From an optimization exercise on the open Yosys and OpenROAD flow, aimed at small area and few clock cycles per item; shortcuts taken in it are not production practice.
Function was checked by simulation only, so behaviour that the tests miss may differ from the original.

===== design/flow/design.v =====
package cordic_pkg;
    localparam logic CORDIC_ROT = 1'b0;
    localparam logic CORDIC_VEC = 1'b1;
    localparam logic [63:0] PI_Q30      = 64'd3373259426;
    localparam logic [63:0] HALF_PI_Q30 = 64'd1686629713;
    localparam logic [63:0] K_Q30       = 64'd652032875;
    function automatic logic [31:0] atan_q30(input int i);
        case (i)
            0: atan_q30 = 32'd843314857;
            1: atan_q30 = 32'd497837829;
            2: atan_q30 = 32'd263043837;
            3: atan_q30 = 32'd133525159;
            4: atan_q30 = 32'd67021687;
            5: atan_q30 = 32'd33543516;
            6: atan_q30 = 32'd16775851;
            7: atan_q30 = 32'd8388437;
            8: atan_q30 = 32'd4194283;
            9: atan_q30 = 32'd2097149;
            10: atan_q30 = 32'd1048576;
            11: atan_q30 = 32'd524288;
            12: atan_q30 = 32'd262144;
            13: atan_q30 = 32'd131072;
            14: atan_q30 = 32'd65536;
            15: atan_q30 = 32'd32768;
            16: atan_q30 = 32'd16384;
            17: atan_q30 = 32'd8192;
            18: atan_q30 = 32'd4096;
            19: atan_q30 = 32'd2048;
            20: atan_q30 = 32'd1024;
            21: atan_q30 = 32'd512;
            22: atan_q30 = 32'd256;
            23: atan_q30 = 32'd128;
            24: atan_q30 = 32'd64;
            25: atan_q30 = 32'd32;
            26: atan_q30 = 32'd16;
            27: atan_q30 = 32'd8;
            28: atan_q30 = 32'd4;
            29: atan_q30 = 32'd2;
            30: atan_q30 = 32'd1;
            31: atan_q30 = 32'd0;
            default: atan_q30 = 32'd0;
        endcase
    endfunction
    function automatic logic [63:0] q30_to_q(input logic [63:0] v, input int frac);
        logic [63:0] half;
        if (frac >= 30) begin
            q30_to_q = v << (frac - 30);
        end else begin
            half = 64'd1 << (29 - frac);
            q30_to_q = (v + half) >> (30 - frac);
        end
    endfunction
    function automatic logic [63:0] atan_q(input int i, input int frac);
        atan_q = q30_to_q({32'd0, atan_q30(i)}, frac);
    endfunction
endpackage
module cordic_stage
#(
    parameter int WIDTH = 32,
    parameter int FRAC  = 15,
    parameter int TAG_W = 8,
    parameter int SHIFT = 0
) (
    input  logic             clk,
    input  logic             rst,
    input  logic             en,
    input  logic             in_valid,
    input  logic             in_mode,
    input  logic [WIDTH-1:0] in_x,
    input  logic [WIDTH-1:0] in_y,
    input  logic [WIDTH-1:0] in_z,
    input  logic [TAG_W-1:0] in_tag,
    output logic             out_valid,
    output logic             out_mode,
    output logic [WIDTH-1:0] out_x,
    output logic [WIDTH-1:0] out_y,
    output logic [WIDTH-1:0] out_z,
    output logic [TAG_W-1:0] out_tag
);
    localparam logic signed [WIDTH-1:0] ATAN = WIDTH'(cordic_pkg::atan_q(SHIFT, FRAC));
    logic signed [WIDTH-1:0] sx, sy, sz;
    logic signed [WIDTH-1:0] x_sh, y_sh;
    logic signed [WIDTH-1:0] nx, ny, nz;
    logic                    d_pos;
    always_comb begin
        sx    = $signed(in_x);
        sy    = $signed(in_y);
        sz    = $signed(in_z);
        x_sh  = sx >>> SHIFT;
        y_sh  = sy >>> SHIFT;
        d_pos = (in_mode == cordic_pkg::CORDIC_VEC) ? sy[WIDTH-1] : !sz[WIDTH-1];
        if (d_pos) begin
            nx = sx - y_sh;
            ny = sy + x_sh;
            nz = sz - ATAN;
        end else begin
            nx = sx + y_sh;
            ny = sy - x_sh;
            nz = sz + ATAN;
        end
    end
    always_ff @(posedge clk) begin
        if (rst) begin
            out_valid <= 1'b0;
            out_mode  <= cordic_pkg::CORDIC_ROT;
            out_x     <= '0;
            out_y     <= '0;
            out_z     <= '0;
            out_tag   <= '0;
        end else if (en) begin
            out_valid <= in_valid;
            out_mode  <= in_mode;
            out_x     <= nx;
            out_y     <= ny;
            out_z     <= nz;
            out_tag   <= in_tag;
        end
    end
endmodule
module cordic_pipe
#(
    parameter int WIDTH = 32,
    parameter int FRAC  = 15,
    parameter int ITER  = 16,
    parameter int TAG_W = 8
) (
    input  logic             clk,
    input  logic             rst,
    input  logic             in_valid,
    output logic             in_ready,
    input  logic             in_mode,
    input  logic [WIDTH-1:0] in_x,
    input  logic [WIDTH-1:0] in_y,
    input  logic [WIDTH-1:0] in_z,
    input  logic [TAG_W-1:0] in_tag,
    output logic             out_valid,
    input  logic             out_ready,
    output logic [WIDTH-1:0] out_x,
    output logic [WIDTH-1:0] out_y,
    output logic [WIDTH-1:0] out_z,
    output logic [TAG_W-1:0] out_tag
);
    localparam logic signed [WIDTH-1:0] HALF_PI = WIDTH'(cordic_pkg::q30_to_q(cordic_pkg::HALF_PI_Q30, FRAC));
    logic en;
    logic [ITER:0] v_s;
    logic [ITER:0] m_s;
    logic [ITER:0][WIDTH-1:0] x_s;
    logic [ITER:0][WIDTH-1:0] y_s;
    logic [ITER:0][WIDTH-1:0] z_s;
    logic [ITER:0][TAG_W-1:0] tag_s;
    logic signed [WIDTH-1:0] sx, sy, sz;
    logic signed [WIDTH-1:0] px, py, pz;
    assign en       = !out_valid || out_ready;
    assign in_ready = en;
    always_comb begin
        sx = $signed(in_x);
        sy = $signed(in_y);
        sz = $signed(in_z);
        px = sx;
        py = sy;
        pz = sz;
        if (in_mode == cordic_pkg::CORDIC_VEC) begin
            if (!sx[WIDTH-1]) begin
                pz = '0;
            end else if (!sy[WIDTH-1]) begin
                px = sy;
                py = -sx;
                pz = HALF_PI;
            end else begin
                px = -sy;
                py = sx;
                pz = -HALF_PI;
            end
        end else if (sz > HALF_PI) begin
            px = -sy;
            py = sx;
            pz = sz - HALF_PI;
        end else if (sz < -HALF_PI) begin
            px = sy;
            py = -sx;
            pz = sz + HALF_PI;
        end
    end
    always_ff @(posedge clk) begin
        if (rst) begin
            v_s[0]   <= 1'b0;
            m_s[0]   <= cordic_pkg::CORDIC_ROT;
            x_s[0]   <= '0;
            y_s[0]   <= '0;
            z_s[0]   <= '0;
            tag_s[0] <= '0;
        end else if (en) begin
            v_s[0]   <= in_valid;
            m_s[0]   <= in_mode;
            x_s[0]   <= px;
            y_s[0]   <= py;
            z_s[0]   <= pz;
            tag_s[0] <= in_tag;
        end
    end
    for (genvar i = 0; i < ITER; i++) begin : g_stage
        cordic_stage #(
            .WIDTH (WIDTH),
            .FRAC  (FRAC),
            .TAG_W (TAG_W),
            .SHIFT (i)
        ) u_stage (
            .clk       (clk),
            .rst       (rst),
            .en        (en),
            .in_valid  (v_s[i]),
            .in_mode   (m_s[i]),
            .in_x      (x_s[i]),
            .in_y      (y_s[i]),
            .in_z      (z_s[i]),
            .in_tag    (tag_s[i]),
            .out_valid (v_s[i+1]),
            .out_mode  (m_s[i+1]),
            .out_x     (x_s[i+1]),
            .out_y     (y_s[i+1]),
            .out_z     (z_s[i+1]),
            .out_tag   (tag_s[i+1])
        );
    end
    assign out_valid = v_s[ITER];
    assign out_x     = x_s[ITER];
    assign out_y     = y_s[ITER];
    assign out_z     = z_s[ITER];
    assign out_tag   = tag_s[ITER];
endmodule

===== design/flow/run.sh =====
#!/bin/bash
# synth_recipe.tcl (not shown) runs the flow's synth.tcl, then flattens the netlist and writes it again
# the make line also repeats each setting of config.mk as NAME=value (left out here)
make -C /OpenROAD-flow-scripts/flow DESIGN_CONFIG=/design/flow/config.mk WORK_HOME=/design/flow/orfs CLKGATE_MAP_FILE= SYNTH_SCRIPT=/design/flow/synth_recipe.tcl finish

===== design/flow/config.mk =====
export PLATFORM = sky130hd
export DESIGN_NAME = cordic_pipe
export DESIGN_NICKNAME = cordic_pipe
export VERILOG_FILES = /design/flow/design.v
export SDC_FILE = /design/flow/constraint.sdc
export NUM_CORES = 4
export LEC_CHECK = 0
export CAP_MARGIN = 20
export CORE_MARGIN = 2
export CORE_UTILIZATION = 40
export SLEW_MARGIN = 20

===== design/flow/constraint.sdc =====
create_clock -name core_clock -period 5.0 [get_ports {clk}]
set_input_delay 1.0000 -clock core_clock [delete_from_list [all_inputs] [get_ports {clk}]]
set_output_delay 1.0000 -clock core_clock [all_outputs]
set_load 0.01 [all_outputs]

==> impl_summary.txt <==
----------------------------------------------------
[Routing]
  Average vias per placed instance ... 5.66
  DR top layer ... met4
  Number of detailed-route iterations in the first pass ... 8
  Routed wire length ... roughly 480 mm
  Routed met2 length ... between 200 and 250 mm
  M1 wire length ... approximately 230 mm
  Remaining antenna violation count after routing ... 0
  Routed WL per cell ... 19.0 µm
  Initial drt markers ... 10,500
  Met3 routed wirelength ... 21.1 mm
  Drt drc ... 0
  Total vias in the final route ... 142,000

[Clock network]
  Bufs on Longest Clock Path ... 4
  Clock tree root driver cell ... sky130_fd_sc_hd__clkbuf_16
  Clock tree from TritonCTS ... yes
  Number of CTS-inserted buffers ... 218
  Clock-pin slew on the worst setup and hold paths ... 0.07 ns
  H-tree levels ... 4
  Source-to-sink clock delay at the later pin of the worst-skew pair ... roughly 0.96 ns
  Number of sinks driven by the clock tree ... 1,800

[Floorplanning]
  Total die area ... ~380,000 µm²
  Die Y ... 615 µm
  Effective utilization at floorplan ... between 40% and 50%
  Placement row count ... 224
  Core Region ... 372,000 µm²
  Die outline width ... 615 µm
  Number of top-level pins ... 215

[Cells and area]
  Layout cell share with drive strength beyond 1 ... 5.31%
  Net count, final ... 21,600
  Finished Core Util ... 44.5%
  Layout-stage area growth over the synthesis result ... 11.0%
  Filler cells ... around 38,000
  Final cell area excluding filler cells ... around 170,000 µm²

[Synthesis]
  Post-Synthesis Cells ... roughly 20,000
  Yosys Warn Count ... 17
  Post-synthesis sequential element count ... 1,800
  Netlist Area Pre-Place ... 149,000 µm²
  Number of distinct library cells after synthesis ... 103
  Synthesized-area fraction occupied by ao, oa, aoi and oai cells ... 27.1%
  Cell taking the most area after synthesis ... sky130_fd_sc_hd__dfxtp_1
  Fraction of registers with async set or reset after synthesis ... 0%
  Leading post-synthesis cells by cell area ... sky130_fd_sc_hd__dfxtp_1, sky130_fd_sc_hd__ha_1, sky130_fd_sc_hd__a21oi_1, sky130_fd_sc_hd__nand2_1, sky130_fd_sc_hd__xnor2_1
  Avg Inst Size Synth ... 7.48 µm²
  XOR/XNOR share of the synthesized area ... 11.3%
  Synth Area in Adders ... 13.9%
  Post-synth EDFFs ... 0
  Proportion of netlist area held by the largest area contributor ... about a quarter
  Primary FF master, synth ... sky130_fd_sc_hd__dfxtp_1
  Dominant combinational cell family by area after synthesis ... compound AO/OA/AOI/OAI gates
  Post-synthesis mux area share ... less than 1%
  Simple logic cell fraction of the synthesized area ... 19.3%
  Net count after synthesis ... ~22,000
  Sequential share of the synthesized area ... 24.2%

[STA]
  Post-route clock skew ... 0.0832 ns
  Fin. Hold Viols ... 0
  Max Transition Viols Final ... 0
  Worst slew margin relative to its limit ... 20.1%
  Tcrit/Tclk final ... 96.5%
  Time the worst path needs with I/O delays and setup ... just under 5 ns
  Final setup violation count ... 0
  Slew at the pin closest to its max-slew limit ... about 1.2 ns
  Max frequency ... 207 MHz
  Setup tns final ... 0 ns

[Flow run]
  Max capacitance violation total ... 0

[Critical path]
  Worst-path maximum fanout ... 4
  Critical path launch point type ... flip-flop
  Critical Path Sink Type ... flip-flop
  Data arrival time of the critical path ... 5.66 ns
  Classification of the worst setup path ... reg2reg
  Worst endpoint required time ... 5.83 ns

[Min path]
  Worst min-delay path class ... reg2reg

[Placed design]
  Final weighted congestion in routability-driven placement ... roughly 0.94
  Number of input and output port buffers inserted ... 214
  Area of placed instances ... about 160,000 µm²
  Placed wire-length estimate after detailed placement ... approximately 360 mm

[Global routing]
  First-pass GRT wire length ... ~750 mm
  Number of global-route vias before repair ... 132,000
  Antenna violations before repair ... 4
  Grt total ovfl ... 0
  Total routing usage reported by global routing ... 24.0%
  Largest net degree at the start of global routing ... 188

[Run status]
  Status ... timing/DRC/antenna clean

----------------------------------------------------
## final timing paths
check                                               endpoint                                       start  slack (ns)  depth (start not counted)
setup / recovery  g_stage[11].u_stage.out_x[31]$_SDFFE_PP0P_  g_stage[10].u_stage.out_y[15]$_SDFFE_PP0P_        0.17                         21
hold / removal     g_stage[13].u_stage.out_z[0]$_SDFFE_PP0P_   g_stage[12].u_stage.out_z[0]$_SDFFE_PP0P_        0.39                          2
setup reg to reg  g_stage[11].u_stage.out_x[31]$_SDFFE_PP0P_  g_stage[10].u_stage.out_y[15]$_SDFFE_PP0P_        0.17                         21
hold reg to reg    g_stage[13].u_stage.out_z[0]$_SDFFE_PP0P_   g_stage[12].u_stage.out_z[0]$_SDFFE_PP0P_        0.39                          2
## registers in the layout, indices dropped and copies added, names as in the netlist
signal / cells
g_stage.u_stage.in_mode: 1
g_stage.u_stage.out_mode: 15
g_stage.u_stage.out_tag: 128
g_stage.u_stage.out_valid: 16
g_stage.u_stage.out_x: 511
g_stage.u_stage.out_y: 512
g_stage.u_stage.out_z: 512
tag_s: 8
v_s: 1
x_s: 32
y_s: 32
z_s: 32
## routing by layer
metal	GRT usage [%]	vias to the layer above
li1	-	71200
met1	33.4	67000
met2	40.4	2935
met3	2.12	500
met4	4.77	0
met5	0	-
## logic make-up (layout without fill, tap and decap cells)
logic type      after synthesis  count (layout)
compound gates             6577            6577
simple gates               6460            6460
xor+xnor                   1923            1923
flops                      1800            1800
fa+ha+maj                  1632            1632
buf+inv                    1473            1594
mux                          72              72
other cells                   0               3
## cell type report
| cell class | count | area, µm² | share of cell area (%) |
|---|---|---|---|
| clock buffer | 294 | 6230 | 3.76 |
| sequential | 1800 | 36000 | 21.8 |
| tap | 4972 | 6220 | 3.76 |
| timing repair buffer | 616 | 5710 | 3.45 |
| inverter | 577 | 2180 | 1.31 |
| antenna | 3 | 7.51 | 0.00453 |
| clock inverter | 107 | 1200 | 0.727 |
| multi-input combinational | 16700 | 108000 | 65.2 |
## worst max-delay path, cell delays in order, from the launching register on
cell,delay [ns]
sky130_fd_sc_hd__dfxtp_1,0.31
sky130_fd_sc_hd__or4_4,0.54
sky130_fd_sc_hd__or3_4,0.36
sky130_fd_sc_hd__or4_4,0.47
sky130_fd_sc_hd__or3_4,0.36
sky130_fd_sc_hd__buf_4,0.15
sky130_fd_sc_hd__nor3_4,0.19
sky130_fd_sc_hd__buf_4,0.15
sky130_fd_sc_hd__a21oi_1,0.07
sky130_fd_sc_hd__xnor2_1,0.14
sky130_fd_sc_hd__ha_1,0.36
sky130_fd_sc_hd__nand2_2,0.11
sky130_fd_sc_hd__nor2_4,0.06
sky130_fd_sc_hd__nand4_1,0.10
sky130_fd_sc_hd__a211oi_2,0.06
sky130_fd_sc_hd__buf_4,0.16
sky130_fd_sc_hd__o211a_1,0.27
sky130_fd_sc_hd__a311o_1,0.37
sky130_fd_sc_hd__a31oi_1,0.17
sky130_fd_sc_hd__xnor2_1,0.14
sky130_fd_sc_hd__nand2_1,0.06
sky130_fd_sc_hd__a21oi_1,0.15
## synthesized netlist by cell type (26+ instances only)
cell	number
sky130_fd_sc_hd__o22ai_1	110
sky130_fd_sc_hd__a21oi_1	2479
sky130_fd_sc_hd__nor4_1	96
sky130_fd_sc_hd__nor2b_1	137
sky130_fd_sc_hd__nor3_1	348
sky130_fd_sc_hd__and2_1	76
sky130_fd_sc_hd__o211ai_1	109
sky130_fd_sc_hd__buf_1	54
sky130_fd_sc_hd__a311oi_1	26
sky130_fd_sc_hd__a211oi_1	410
sky130_fd_sc_hd__nand2b_1	221
sky130_fd_sc_hd__or3_1	202
sky130_fd_sc_hd__nand4_1	118
sky130_fd_sc_hd__o21ai_1	77
sky130_fd_sc_hd__a211o_1	44
sky130_fd_sc_hd__and3_1	116
sky130_fd_sc_hd__clkbuf_1	829
sky130_fd_sc_hd__o21a_1	179
sky130_fd_sc_hd__a21o_1	735
sky130_fd_sc_hd__o41ai_1	72
sky130_fd_sc_hd__o21ai_0	1264
sky130_fd_sc_hd__a31oi_1	198
sky130_fd_sc_hd__a2111oi_0	35
sky130_fd_sc_hd__nand2_1	3167
sky130_fd_sc_hd__dfxtp_1	1800
sky130_fd_sc_hd__xor2_1	790
sky130_fd_sc_hd__o21bai_1	181
sky130_fd_sc_hd__o31ai_1	205
sky130_fd_sc_hd__nor2_1	1315
sky130_fd_sc_hd__or4_1	66
sky130_fd_sc_hd__or2_2	99
sky130_fd_sc_hd__mux2_2	31
sky130_fd_sc_hd__nand3b_1	41
sky130_fd_sc_hd__a221oi_1	70
sky130_fd_sc_hd__fa_1	49
sky130_fd_sc_hd__a21boi_0	37
sky130_fd_sc_hd__nand3_1	323
sky130_fd_sc_hd__ha_1	1583
sky130_fd_sc_hd__inv_1	570
sky130_fd_sc_hd__xnor2_1	1132
sky130_fd_sc_hd__mux2i_1	41
sky130_fd_sc_hd__a41oi_1	30
sky130_fd_sc_hd__nor3b_1	43
## through the flow
stage / worst slack [ns] / hold WS (ns) / cells
6_report: 0.173 / 0.388 / 25000
5_1_grt: -0.0278 / 0.420 / 25000
4_1_cts: 0.0649 / 0.402 / 25000
3_5_place_dp: 0.0379 / 0.443 / 24600
3_3_place_gp: -0.0221 / 0.434 / 24600
2_1_floorplan: 0.181 / 0.429 / 19900
## cell usage in the layout, fill, tap and decap left out, types with 340 or more instances in the layout
master	synthesis	final
sky130_fd_sc_hd__inv_1	570	566
sky130_fd_sc_hd__a211oi_1	410	405
sky130_fd_sc_hd__nand2_1	3167	3165
sky130_fd_sc_hd__a21o_1	735	733
sky130_fd_sc_hd__nor2_1	1315	1309
sky130_fd_sc_hd__xnor2_1	1132	1131
sky130_fd_sc_hd__a21oi_1	2479	2468
sky130_fd_sc_hd__ha_1	1583	1583
sky130_fd_sc_hd__o21ai_0	1264	1262
sky130_fd_sc_hd__dfxtp_1	1800	1800
sky130_fd_sc_hd__xor2_1	790	790
sky130_fd_sc_hd__nor3_1	348	340
sky130_fd_sc_hd__buf_4	1	357
## repair_timing
action | CTS | global route
endpoints found under the hold margin | 0 | 0
setup buffers | 0 | 3
hold buffers | 0 | 0
gates resized for setup | 1 | 71
endpoints found under the setup margin | 1 | 53
pin swaps | 0 | 5
Testbench counts, summed over its fixed seeds: cycles 3,336, items 3,200.

[what the ideal ports hide]
How much do the figures lean on ideal ports? The routed layout below was timed once more, with nothing changed but the port constraints.
Step 1 assumes that a clkbuf_16 drives the clock port and a buf_2 every other input.
Step 2, shift: input delay + t, output delay - t, t = (earliest + latest rising clock arrival at the registers) / 2. This alone moves slack from input paths to output paths.
a / b / c = ideal ports / drivers / drivers and shift; a / b = the first two.
t (ns): 1.032
setup slack, ns: 0.173 / 0.173 / 0.159
hold slack, ns: 0.388 / 0.388 / 0.388
After both steps this run still meets setup and hold. For this run, drivers alone change the setup slack by 0.000 ns; drivers and shift together by -0.014 ns.
